This is an optimization exercise on Yosys and OpenROAD, whose aim is small area, a short achievable clock period and few clock cycles per item, not a production implementation.
Function was checked by simulation only, so behaviour that the tests miss may differ from the original.
Power and IR drop assume default switching activity.

## math_expression_tokenizer
module math_expression_tokenizer #(
	parameter int MANTISSA_BITS = 48,
	parameter int DEPTH_BITS = 8
) (
	input  logic clk,
	input  logic arst_n,
	input  logic chars_valid,
	output logic chars_ready,
	input  logic [7:0] chars_character,
	output logic tokens_valid,
	input  logic tokens_ready,
	output logic [4:0] tokens_token_kind,
	output logic [47:0] tokens_number_mantissa,
	output logic [3:0] tokens_fraction_digits,
	output logic [1:0] tokens_status,
	output logic tokens_last,
	input  logic cfg_valid,
	output logic cfg_ready,
	input  logic cfg_comma_decimal_mark
);
For scale: about 130 flip-flops, about 77 I/O pins.
==> flow/config.mk <==
export PLATFORM = sky130hd
export DESIGN_NAME = math_expression_tokenizer
export DESIGN_NICKNAME = math_expression_tokenizer
export VERILOG_FILES = /design/flow/design.v
export SDC_FILE = /design/flow/constraint.sdc
export NUM_CORES = 4
export LEC_CHECK = 0
export CAP_MARGIN = 20
export CORE_MARGIN = 2
export CORE_UTILIZATION = 40
export CTS_BUF_LIST = sky130_fd_sc_hd__clkbuf_4 sky130_fd_sc_hd__clkbuf_8
export CTS_CLUSTER_SIZE = 30
export SETUP_SLACK_MARGIN = 2.0
export SLEW_MARGIN = 20
==> flow/constraint.sdc <==
create_clock -name core_clock -period 5.3 [get_ports {clk}]
set_input_delay 1.0600 -clock core_clock [delete_from_list [all_inputs] [get_ports {clk}]]
set_output_delay 1.0600 -clock core_clock [all_outputs]
set_load 0.01 [all_outputs]
standard.sh (not shown) runs the stock make flow with config.mk's settings and CLKGATE_MAP_FILE= SYNTH_SCRIPT=/design/flow/synth_recipe.tcl, a recipe that flattens the netlist after the stock synthesis.
==> flow/flow/run.sh <==
#!/bin/bash
# the standard layout, with the port buffers made from buf_2 cells instead
# of the delay buffers buffer_ports picks by default; every port still gets
# its own buffer. make's output goes to standard.log, each ORFS step's to
# its own log under orfs/logs.
set -euo pipefail
export BUFFER_PORTS_ARGS="-buffer_cell sky130_fd_sc_hd__buf_2"
bash standard.sh > standard.log 2>&1
The first run produced a clean layout.
Testbench counts at the start, summed over its fixed seeds: cycles 45,710, chars 45,683.
Change:
CORE_UTILIZATION = 60   (was 40)
PLACE_DENSITY = 0.75   (was unset)
After rerunning: Non-clock buffer count fell by 10; count of clock-buffer cells in the layout came out lower by 5; via count went up by 1.4%; register-to-register slack is about the same; synthesized cell count is unchanged; power is about the same; setup slack gets better by 0.010 ns; cell area decreases by 2.2%.
Change:
==> flow/run.sh (new file) <==
#!/bin/bash
# synth_recipe.tcl (not shown) runs the flow's synth.tcl, then flattens the netlist and writes it again
# the make line also repeats each setting of config.mk as NAME=value (left out here)
make -C /OpenROAD-flow-scripts/flow DESIGN_CONFIG=/design/flow/config.mk WORK_HOME=/design/flow/orfs CLKGATE_MAP_FILE= SYNTH_SCRIPT=/design/flow/synth_recipe.tcl finish
CORE_UTILIZATION = 40   (was 60)
PLACE_DENSITY = unset   (was 0.75)
removed: flow/flow/run.sh
removed: flow/standard.sh
Cell count climbs by 8.4%.
Power climbs by 5.6%.
Setup slack loses 0.033 ns.
Register-to-register slack loses 0.03 ns.
Change:
==> flow/flow/run.sh (new file) <==
#!/bin/bash
# the standard layout, with the port buffers made from buf_2 cells instead
# of the delay buffers buffer_ports picks by default; every port still gets
# its own buffer. make's output goes to standard.log, each ORFS step's to
# its own log under orfs/logs.
set -euo pipefail
export BUFFER_PORTS_ARGS="-buffer_cell sky130_fd_sc_hd__buf_2"
bash standard.sh > standard.log 2>&1
==> flow/standard.sh (new file) <==
#!/bin/bash
# synth_recipe.tcl (not shown) runs the flow's synth.tcl, then flattens the netlist and writes it again
# the make line also repeats each setting of config.mk as NAME=value (left out here)
make -C /OpenROAD-flow-scripts/flow DESIGN_CONFIG=/design/flow/config.mk WORK_HOME=/design/flow/orfs CLKGATE_MAP_FILE= SYNTH_SCRIPT=/design/flow/synth_recipe.tcl "${@:-finish}"
SETUP_SLACK_MARGIN = 2.5   (was 2.0)
removed: flow/run.sh
Core utilization rose by 1.1 points.
Final cell count is higher by a few percent.
Worst setup slack gains 0.17 ns.

========
Another version of the RTL of math_expression_tokenizer (not shown whole).
For scale: about 120 flip-flops, about 77 I/O pins.
==> flow/config.mk <==
export PLATFORM = sky130hd
export DESIGN_NAME = math_expression_tokenizer
export DESIGN_NICKNAME = math_expression_tokenizer
export VERILOG_FILES = /design/flow/design.v
export SDC_FILE = /design/flow/constraint.sdc
export NUM_CORES = 4
export LEC_CHECK = 0
export CAP_MARGIN = 20
export CORE_MARGIN = 2
export CORE_UTILIZATION = 40
export SETUP_SLACK_MARGIN = 2.5
export SLEW_MARGIN = 20
==> flow/constraint.sdc <==
create_clock -name core_clock -period 5.3 [get_ports {clk}]
set_input_delay 1.0600 -clock core_clock [delete_from_list [all_inputs] [get_ports {clk}]]
set_output_delay 1.0600 -clock core_clock [all_outputs]
set_load 0.01 [all_outputs]
run.sh (not shown) runs the stock make flow with config.mk's settings and CLKGATE_MAP_FILE= SYNTH_SCRIPT=/design/flow/synth_recipe.tcl, a recipe that flattens the netlist after the stock synthesis.
Stock flow here: none of the scripts above is used.
Testbench counts at the start, summed over its fixed seeds: cycles 45,710, chars 45,683.
Next try:
--- a/flow/config.mk
+++ b/flow/config.mk
@@ -9,4 +9,4 @@
 export CORE_MARGIN = 2
 export CORE_UTILIZATION = 40
-export SETUP_SLACK_MARGIN = 2.5
+export SETUP_SLACK_MARGIN = 1.5
 export SLEW_MARGIN = 20
Outcome: The new run produced a clean layout; cell count shrinks by a little under a tenth; cell area shrinks by about a fifth; power shrinks by a quarter to a third; routed wire length shrinks by about a fifth; via count shrinks by roughly a tenth; sequential cell count is unchanged.

========
== job 7874 ==
math_expression_tokenizer, a different RTL version from the one above (not shown whole).
For scale: roughly 120 flip-flops.
export LEC_CHECK = 0
export CAP_MARGIN = 10
export CORE_MARGIN = 2
export CORE_UTILIZATION = 40
export CTS_BUF_LIST = sky130_fd_sc_hd__clkbuf_4 sky130_fd_sc_hd__clkbuf_8
export CTS_CLUSTER_SIZE = 30
export SETUP_SLACK_MARGIN = 2.2
export SLEW_MARGIN = 10
create_clock -name core_clock -period 5.3 [get_ports {clk}]
standard.sh (not shown) runs the stock make flow with config.mk's settings and CLKGATE_MAP_FILE= SYNTH_SCRIPT=/design/flow/synth_recipe.tcl, a recipe that flattens the netlist after the stock synthesis.
==> flow/flow/run.sh <==
#!/bin/bash
# the standard layout, with the port buffers made from buf_2 cells instead
# of the delay buffers buffer_ports picks by default; every port still gets
# its own buffer. make's output goes to standard.log, each ORFS step's to
# its own log under orfs/logs.
set -euo pipefail
export BUFFER_PORTS_ARGS="-buffer_cell sky130_fd_sc_hd__buf_2"
bash standard.sh > standard.log 2>&1
Testbench counts of job 7874, summed over its fixed seeds: cycles 45,710, chars 45,683.
> inputs changed (job 7874 -> job 9482)
Settings: setting PLACE_DENSITY to 0.68 for the first time; changing CORE_UTILIZATION from 40 to 50; changing SETUP_SLACK_MARGIN from 2.2 to 2.3; changing SLEW_MARGIN from 10 to 20; changing CAP_MARGIN from 10 to 20.
==> flow/flow/run.sh <==
#!/bin/bash
# the standard layout, with the port buffers made from buf_1 cells instead
# of the delay buffers buffer_ports picks by default; every port still gets
# its own buffer. make's output goes to standard.log, each ORFS step's to
# its own log under orfs/logs.
set -euo pipefail
export BUFFER_PORTS_ARGS="-buffer_cell sky130_fd_sc_hd__buf_1"
bash standard.sh > standard.log 2>&1
==> run notes <==
Job 9482 reached the end of the flow, and the finished layout is clean on the timing, design-rule and antenna checks. The final-layout clock buffer total of job 9482 is higher than that of job 7874. Hold slack: lower on job 9482. Measured against job 7874, the wire length on met3 of job 9482 comes out at 1.3 times the reference value. Between job 7874 and job 9482, setup clock skew after layout decreased. Job 9482 reports a higher slack of the critical path than job 7874 does. Diff job 7874 -> job 9482: number of multi-input combinational cells has remained practically unchanged, delay of the slowest critical-path stage about even.
### job 9482 -> job 1097
Settings: SETUP_SLACK_MARGIN changed from 2.3 to 2.2; PLACE_DENSITY removed (was 0.68); CORE_UTILIZATION changed from 50 to 40.
Notes after the runs:
Job 1097 against job 9482: total power +0.45%, setup slack dropped 0.052 ns. The data-path buffer share of cell area in the final layout of job 1097 falls short of that of job 9482 by 0.83 points. From job 9482 to job 1097 the numbers moved as follows: worst relative slew slack grew by 0.62 points, via count shrank by 159, final critical-path share of the clock period grew by 0.98 points, estimated wirelength of the detail-placed design grew by 240 um. Going from job 9482 to job 1097, maximum fanout count along the critical path increased 2; fraction of layout cells with a size suffix above 1 decreased 1.6 points; die area increased 24%. Clock buffer and inverter area fraction after layout | job 1097 above job 9482.
Inputs modified between job 1097 and job 9581:
Settings: changing SETUP_SLACK_MARGIN from 2.2 to 2.5.
Results
- Of job 9581 and job 1097, it is job 9581 that has the higher count of non-filler cells in the finished layout.
- [compare] base=job 1097 new=job 9581: maximum single-stage delay on the critical path about even; finished layout cell area picked up an extra about 2.4%; ratio of final minimum period to clock period went down 1.7 points.
- Of job 9581 and job 1097, the higher post-layout worst setup margin belongs to job 9581.
- Delta (job 9581 minus job 1097): clock buffer count in the final layout increased 1; share of the synthesized area in compound gates (AO/OA/AOI/OAI) essentially unchanged; final core area utilization increased 1.1 points; power increased 240 uW.
- Number of nets in the final layout, job 9581 and job 1097: higher on job 9581

========
Setup of try-garnet:
Starting RTL as in the previous note.
==> flow/design.v (excerpt) <==
module math_expression_tokenizer #(
	parameter int MANTISSA_BITS = 48,
	parameter int DEPTH_BITS = 8
) (
	input  logic clk,
	input  logic arst_n,
	input  logic chars_valid,
	output logic chars_ready,
	input  logic [7:0] chars_character,
	output logic tokens_valid,
	input  logic tokens_ready,
	output logic [4:0] tokens_token_kind,
	output logic [47:0] tokens_number_mantissa,
	output logic [3:0] tokens_fraction_digits,
	output logic [1:0] tokens_status,
	output logic tokens_last,
	input  logic cfg_valid,
	output logic cfg_ready,
	input  logic cfg_comma_decimal_mark
);
	localparam int C_DIG  = 0;
	localparam int C_ALP  = 1;
	localparam int C_SP   = 2;
	localparam int C_ZERO = 3;
	localparam int C_MARK = 4;
	localparam int C_OP   = 5;
	logic        mark_q;
	logic        r0_v;
	logic [5:0]  r0_cls, in_cls;
	logic [4:0]  r0_code, in_code;
	logic        accept, go;
	logic        q_hp0, q_hp1, num_held, q_v0, q_v1, num_held_nopop, num_held_pop;
	logic        push_a, push_b, num_a;
	logic [4:0]  kind_a, kind_b;
	logic [1:0]  status_b;
	logic        q0_num;
	logic [47:0] acc;
	logic [3:0]  frac;
	logic        sat;
	logic [7:0]  ch;
	assign cfg_ready = 1'b1;
	assign chars_ready = !r0_v || go;
	assign accept = chars_valid && chars_ready;
	assign ch = chars_character;
	always_comb begin
		in_cls = '0;
  ...
clock: 5.3 ns
lec_check: 0
cap_margin: 20
core_margin: 2
core_utilization: 40
cts_buf_list: sky130_fd_sc_hd__clkbuf_4 sky130_fd_sc_hd__clkbuf_8
cts_cluster_size: 30
setup_slack_margin: 2.3
slew_margin: 20
==> flow/flow/run.sh <==
#!/bin/bash
# the standard layout, with the port buffers made from buf_1 cells instead
# of the delay buffers buffer_ports picks by default; every port still gets
# its own buffer. make's output goes to standard.log, each ORFS step's to
# its own log under orfs/logs.
set -euo pipefail
export BUFFER_PORTS_ARGS="-buffer_cell sky130_fd_sc_hd__buf_1"
bash standard.sh > standard.log 2>&1
try-garnet ended with every stage complete and zero timing, DRC or antenna violations.
Testbench counts of try-garnet, summed over its fixed seeds: cycles 45,710, chars 45,683.
Input-level comparison between try-xenon and try-garnet:
==> flow/flow/run.sh <==
#!/bin/bash
# the standard layout, with the port buffers made from buf_2 cells instead
# of the delay buffers buffer_ports picks by default; every port still gets
# its own buffer. make's output goes to standard.log, each ORFS step's to
# its own log under orfs/logs.
set -euo pipefail
export BUFFER_PORTS_ARGS="-buffer_cell sky130_fd_sc_hd__buf_2"
bash standard.sh > standard.log 2>&1
### Flow results
- try-garnet has a higher path depth of the worst reg2reg path than try-xenon.
- Net switching share of the total power came out lower on try-xenon than on try-garnet.
- Clock group share of total power in try-xenon vs try-garnet: up 1.6 points
- Share of the clock period used by the worst path after layout on try-xenon is up relative to try-garnet.
- Total stage count of the critical path sits lower in try-xenon than in try-garnet.
- try-xenon vs try-garnet on area added between synthesis and finish: try-xenon is the higher one.
- Compared try-garnet against try-xenon; via count within noise.
- When try-xenon is measured against try-garnet, its sequential share of layout area turns out 0.37 points lower.
## Diff of input files: try-yarrow against try-xenon
--- a/flow/config.mk
+++ b/flow/config.mk
@@ -11,4 +11,4 @@
 export CTS_BUF_LIST = sky130_fd_sc_hd__clkbuf_4 sky130_fd_sc_hd__clkbuf_8
 export CTS_CLUSTER_SIZE = 30
-export SETUP_SLACK_MARGIN = 2.3
+export SETUP_SLACK_MARGIN = 2.2
 export SLEW_MARGIN = 20
Both conditions hold for try-yarrow: the flow ran to the end and the final layout passed the timing, design-rule and antenna checks.
Compared with try-xenon, via count in try-yarrow decreased slightly.
Looking at footprint of the multi-input gates across try-xenon and try-yarrow, the one that comes out lower is try-yarrow.
Delta (try-yarrow minus try-xenon): part of the cycle the worst path needs grew by 1.1 points; final cell count shrank by 8; global-route usage held steady.
Per the comparison of try-yarrow with try-xenon, net switching share of the total power has remained practically unchanged, post-route core utilization has decreased, fraction of power consumed by the clock network has increased, worst-case setup margin in the final layout has decreased.
What try-juniper does differently from try-yarrow at the input level:
--- a/flow/config.mk
+++ b/flow/config.mk
@@ -11,4 +11,4 @@
 export CTS_BUF_LIST = sky130_fd_sc_hd__clkbuf_4 sky130_fd_sc_hd__clkbuf_8
 export CTS_CLUSTER_SIZE = 30
-export SETUP_SLACK_MARGIN = 2.2
+export SETUP_SLACK_MARGIN = 2.0
 export SLEW_MARGIN = 20
[summary]
There was hardly any difference in hold slack between try-yarrow and try-juniper.
try-juniper vs try-yarrow: area of all placed cells without fillers down in try-juniper
Lower worst setup slack was reported by try-juniper, not try-yarrow.

==> separate check: timing with driven ports <==
No port has a modelled driver above. Below, the same layouts with a new extraction and two added sets of constraints. Step 1, drivers: a clkbuf_16 drives clk and a buf_2 each remaining input, both assumed. Step 2 times the ports against the registers' clock, not the clock port: input delays grow and output delays shrink by t, the midpoint of the rising clock arrivals with the driver on. Slacks: ideal ports / drivers / drivers and shift; pairs: ideal ports / drivers.
run | t (ns) | setup slack, ns | worst setup path after step 2
the first run of note 1 | 0.488 | 2.055 / 2.055 / 1.760 | input to register
the second run of note 1 | 0.506 | 2.066 / 2.066 / 1.809 | input to register
the third run of note 1 | 0.496 | 2.033 / 2.033 / 1.670 | input to register
the fourth run of note 1 | 0.501 | 2.204 / 2.204 / 2.111 | input to register
the first run of note 2 | 0.471 | 1.876 / 1.829 / 1.886 | register to register
the second run of note 2 | 0.470 | 1.576 / 1.576 / 1.502 | input to register
job 7874 | 0.483 | 2.195 / 2.172 / 1.942 | input to register
job 9482 | 0.489 | 2.304 / 2.256 / 2.088 | input to register
job 1097 | 0.488 | 2.252 / 2.210 / 1.975 | input to register
job 9581 | 0.472 | 2.343 / 2.302 / 2.200 | input to register
try-garnet | 0.487 | 2.280 / 2.259 / 2.007 | input to register
try-xenon | 0.477 | 2.255 / 2.214 / 1.979 | input to register
try-yarrow | 0.483 | 2.194 / 2.172 / 1.941 | input to register
try-juniper | 0.482 | 2.091 / 2.068 / 1.819 | input to register
After both steps setup and hold are still met in every run listed. The setup slack of the third run of note 1, which loses most, moves by 0.000 ns with the drivers and by -0.363 ns with both steps.
